This is an optimization exercise on Yosys and OpenROAD, whose aim is small area, not a production implementation. The RTL was checked by simulation tests, not by an equivalence proof against the original design. Power and IR drop assume default switching activity.

Setup of job 9976:
==> flow/design.v (excerpt) <==
module mips_regfile_mp #(
   parameter int NUM_REGS     = 32,
   parameter int DATA_WIDTH   = 32,
   parameter int NUM_RD_PORTS = 2,
   parameter int ZERO_REG_EN  = 1,
   parameter int BYPASS_EN    = 1,
   parameter logic [DATA_WIDTH-1:0] RESET_VALUE = '0,
   localparam int AW = $clog2(NUM_REGS)
) (
   input  logic                               clk,
   input  logic                               rst,
   input  logic [NUM_RD_PORTS*AW-1:0]         rd_addr,
   output logic [NUM_RD_PORTS*DATA_WIDTH-1:0] rd_data,
   output logic [NUM_RD_PORTS-1:0]            rd_busy,
   input  logic                               wr_en,
   input  logic [AW-1:0]                      wr_addr,
   input  logic [DATA_WIDTH-1:0]              wr_data,
   input  logic                               busy_set,
   input  logic [AW-1:0]                      busy_addr,
   output logic [NUM_REGS-1:0]                busy
);
   localparam int NR = 32;   
   localparam int DW = 32;   
   logic [DW-1:0] regs   [1:NR-1];
   logic [DW-1:0] regs_d [1:NR-1];
   logic [NR-1:1] bsy;
   logic [3:0]    wa, nwa, nba;   
   logic [7:0]    wb, nwbl, nbbl;
   logic          nrst;
   logic [NR-1:1] nwdec;  
   logic [NR-1:1] load;   
   logic [NR-1:1] hold;   
   logic [NR-1:1] bset;   
   always_comb begin
      nrst = !rst;
      for (int i = 0; i < 4; i++) begin
         wa[i]  = (wr_addr[1:0] == 2'(i));
         nwa[i] = !wa[i];
         nba[i] = !(busy_addr[1:0] == 2'(i));
      end
      for (int j = 0; j < 8; j++) begin
         wb[j]   = wr_en && (wr_addr[4:2] == 3'(j));
  ...
clock: 8.0 ns
lec_check: 0
cap_margin: 8
core_margin: 2
core_utilization: 46
place_density: 0.66
setup_slack_margin: 0.4
slew_margin: 8
synth_hierarchical: 1
standard.sh (not shown) runs the stock make flow with config.mk's settings and CLKGATE_MAP_FILE= SYNTH_SCRIPT=/design/flow/synth_recipe.tcl, a recipe that flattens the netlist after the stock synthesis.
==> flow/flow/run.sh <==
#!/bin/bash
# Own layout flow: the standard flow (standard.sh, unchanged synthesis) with
# the smallest buffer on the ports and clock tree synthesis without dummy loads
# and with larger sink clusters.
set -euo pipefail
cd "$(dirname "$0")/.."
bash standard.sh \
  "CTS_ARGS=-sink_clustering_enable -repair_clock_nets -dont_use_dummy_load -sink_clustering_size 24 -sink_clustering_max_diameter 120" \
  "BUFFER_PORTS_ARGS=-buffer_cell sky130_fd_sc_hd__buf_1" \
  finish > flow_make.log 2>&1
Input-level comparison between job 448 and job 9976:
# job 9976
export LEC_CHECK = 0
export CAP_MARGIN = 8
export CORE_MARGIN = 2
export CORE_UTILIZATION = 46
export PLACE_DENSITY = 0.66
export SETUP_SLACK_MARGIN = 0.4
export SLEW_MARGIN = 8
export SYNTH_HIERARCHICAL = 1
create_clock -name core_clock -period 8.0 [get_ports {clk}]
# job 448
export LEC_CHECK = 0
export CAP_MARGIN = 20
export CORE_MARGIN = 2
export CORE_UTILIZATION = 40
export PLACE_DENSITY = 0.6
export SETUP_SLACK_MARGIN = 0.4
export SLEW_MARGIN = 20
export SYNTH_HIERARCHICAL = 1
create_clock -name core_clock -period 8.0 [get_ports {clk}]
==> flow/flow/run.sh <==
#!/bin/bash
# Own layout flow: the standard flow (standard.sh, unchanged synthesis) with
# the smallest buffer on the ports and clock tree synthesis without dummy loads.
set -euo pipefail
cd "$(dirname "$0")/.."
bash standard.sh \
  "CTS_ARGS=-sink_clustering_enable -repair_clock_nets -dont_use_dummy_load" \
  "BUFFER_PORTS_ARGS=-buffer_cell sky130_fd_sc_hd__buf_1" \
  finish > flow_make.log 2>&1
--- outcome ---
- Compared with job 9976, in job 448 overall die area increased 15%, worst-case setup slack after placement now smaller, combinational power grew by about 1%, overall power now sits higher.
Changes in job 864 relative to job 448:
# job 448
export LEC_CHECK = 0
export CAP_MARGIN = 20
export CORE_MARGIN = 2
export CORE_UTILIZATION = 40
export PLACE_DENSITY = 0.6
export SETUP_SLACK_MARGIN = 0.4
export SLEW_MARGIN = 20
export SYNTH_HIERARCHICAL = 1
create_clock -name core_clock -period 8.0 [get_ports {clk}]
# job 864
export LEC_CHECK = 0
export CAP_MARGIN = 20
export CORE_MARGIN = 2
export CORE_UTILIZATION = 46
export PLACE_DENSITY = 0.66
export SETUP_SLACK_MARGIN = 0.4
export SLEW_MARGIN = 20
export SYNTH_HIERARCHICAL = 1
create_clock -name core_clock -period 8.0 [get_ports {clk}]
--- a/flow/flow/run.sh
+++ b/flow/flow/run.sh
@@ -3 +3,2 @@
-# the smallest buffer on the ports and clock tree synthesis without dummy loads.
+# the smallest buffer on the ports and clock tree synthesis without dummy loads
+# and with larger sink clusters.
@@ -7 +8 @@
-  "CTS_ARGS=-sink_clustering_enable -repair_clock_nets -dont_use_dummy_load" \
+  "CTS_ARGS=-sink_clustering_enable -repair_clock_nets -dont_use_dummy_load -sink_clustering_size 24 -sink_clustering_max_diameter 120" \
==> results.txt <==
Comparing job 448 against job 864, there is no change at all in share of flip-flops with an asynchronous set or reset.
Lower final HPWL from detailed placement goes to job 864 over job 448.
Lower tapcell count was reported by job 864, not job 448.
In the flow results for job 864 and job 448, the worst hold slack is larger on job 864.
Job 864 against job 448: count of buffers from port buffering comparable; first-pass iteration count of the detailed router now sits higher; power drawn by the sequential cells essentially unchanged; initial antenna violation count up 4.
Here is what was changed in the inputs of job 7343 compared with job 864.
# job 864
export LEC_CHECK = 0
export CAP_MARGIN = 20
export CORE_MARGIN = 2
export CORE_UTILIZATION = 46
export PLACE_DENSITY = 0.66
export SETUP_SLACK_MARGIN = 0.4
export SLEW_MARGIN = 20
export SYNTH_HIERARCHICAL = 1
create_clock -name core_clock -period 8.0 [get_ports {clk}]
# job 7343
export LEC_CHECK = 0
export CAP_MARGIN = 20
export CORE_MARGIN = 2
export CORE_UTILIZATION = 40
export PLACE_DENSITY = 0.6
export SETUP_SLACK_MARGIN = 0.4
export SLEW_MARGIN = 20
export SYNTH_HIERARCHICAL = 1
create_clock -name core_clock -period 8.0 [get_ports {clk}]
==> flow/flow/run.sh <==
#!/bin/bash
# Own layout flow: the standard flow (standard.sh, unchanged synthesis) with
# the smallest buffer on the ports and clock tree synthesis without dummy loads,
# with smaller sink clusters driven by clkbuf_8.
set -euo pipefail
cd "$(dirname "$0")/.."
CTS="-sink_clustering_enable -repair_clock_nets -dont_use_dummy_load"
CTS="$CTS -sink_clustering_size 16 -sink_clustering_max_diameter 80"
CTS="$CTS -buf_list {sky130_fd_sc_hd__clkbuf_8 sky130_fd_sc_hd__clkbuf_16}"
CTS="$CTS -sink_clustering_buffer sky130_fd_sc_hd__clkbuf_8"
bash standard.sh \
  "CTS_ARGS=$CTS" \
  "BUFFER_PORTS_ARGS=-buffer_cell sky130_fd_sc_hd__buf_1" \
  finish > flow_make.log 2>&1
--- outcome ---
Job 7343 has completed all stages; timing, DRC and antenna checks passed.
Delta (job 7343 minus job 864): total power now sits lower; register fraction of the total cell area now sits lower.
Going from job 864 to job 7343, number of detailed-routing iterations run before antenna repair shrinks by 4.

re-timing with driven ports:
The flow's constraints put no driver on any port. The routed layouts listed below were extracted and timed again, unchanged, in two steps.
Step 1 sets driving cells, clkbuf_16 on the clock port and buf_2 on the other inputs (assumed; they add their load-dependent delay and slew).
Step 2 times the ports against the registers' clock, not the clock port: input delays grow and output delays shrink by t, the midpoint of the rising clock arrivals with the driver on.
a / b / c = no drivers / after step 1 / after step 2; a / b = the first two.
run | t (ns) | setup WS [ns] | cell pins on the clock port's net
job 9976 | 0.714 | 0.937 / 0.914 / 0.914 | 1
job 448 | 0.735 | 0.964 / 0.941 / 0.941 | 1
job 864 | 0.706 | 0.929 / 0.907 / 0.907 | 1
job 7343 | 0.700 | 0.949 / 0.926 / 0.926 | 1
After both steps every run listed still meets setup and hold.
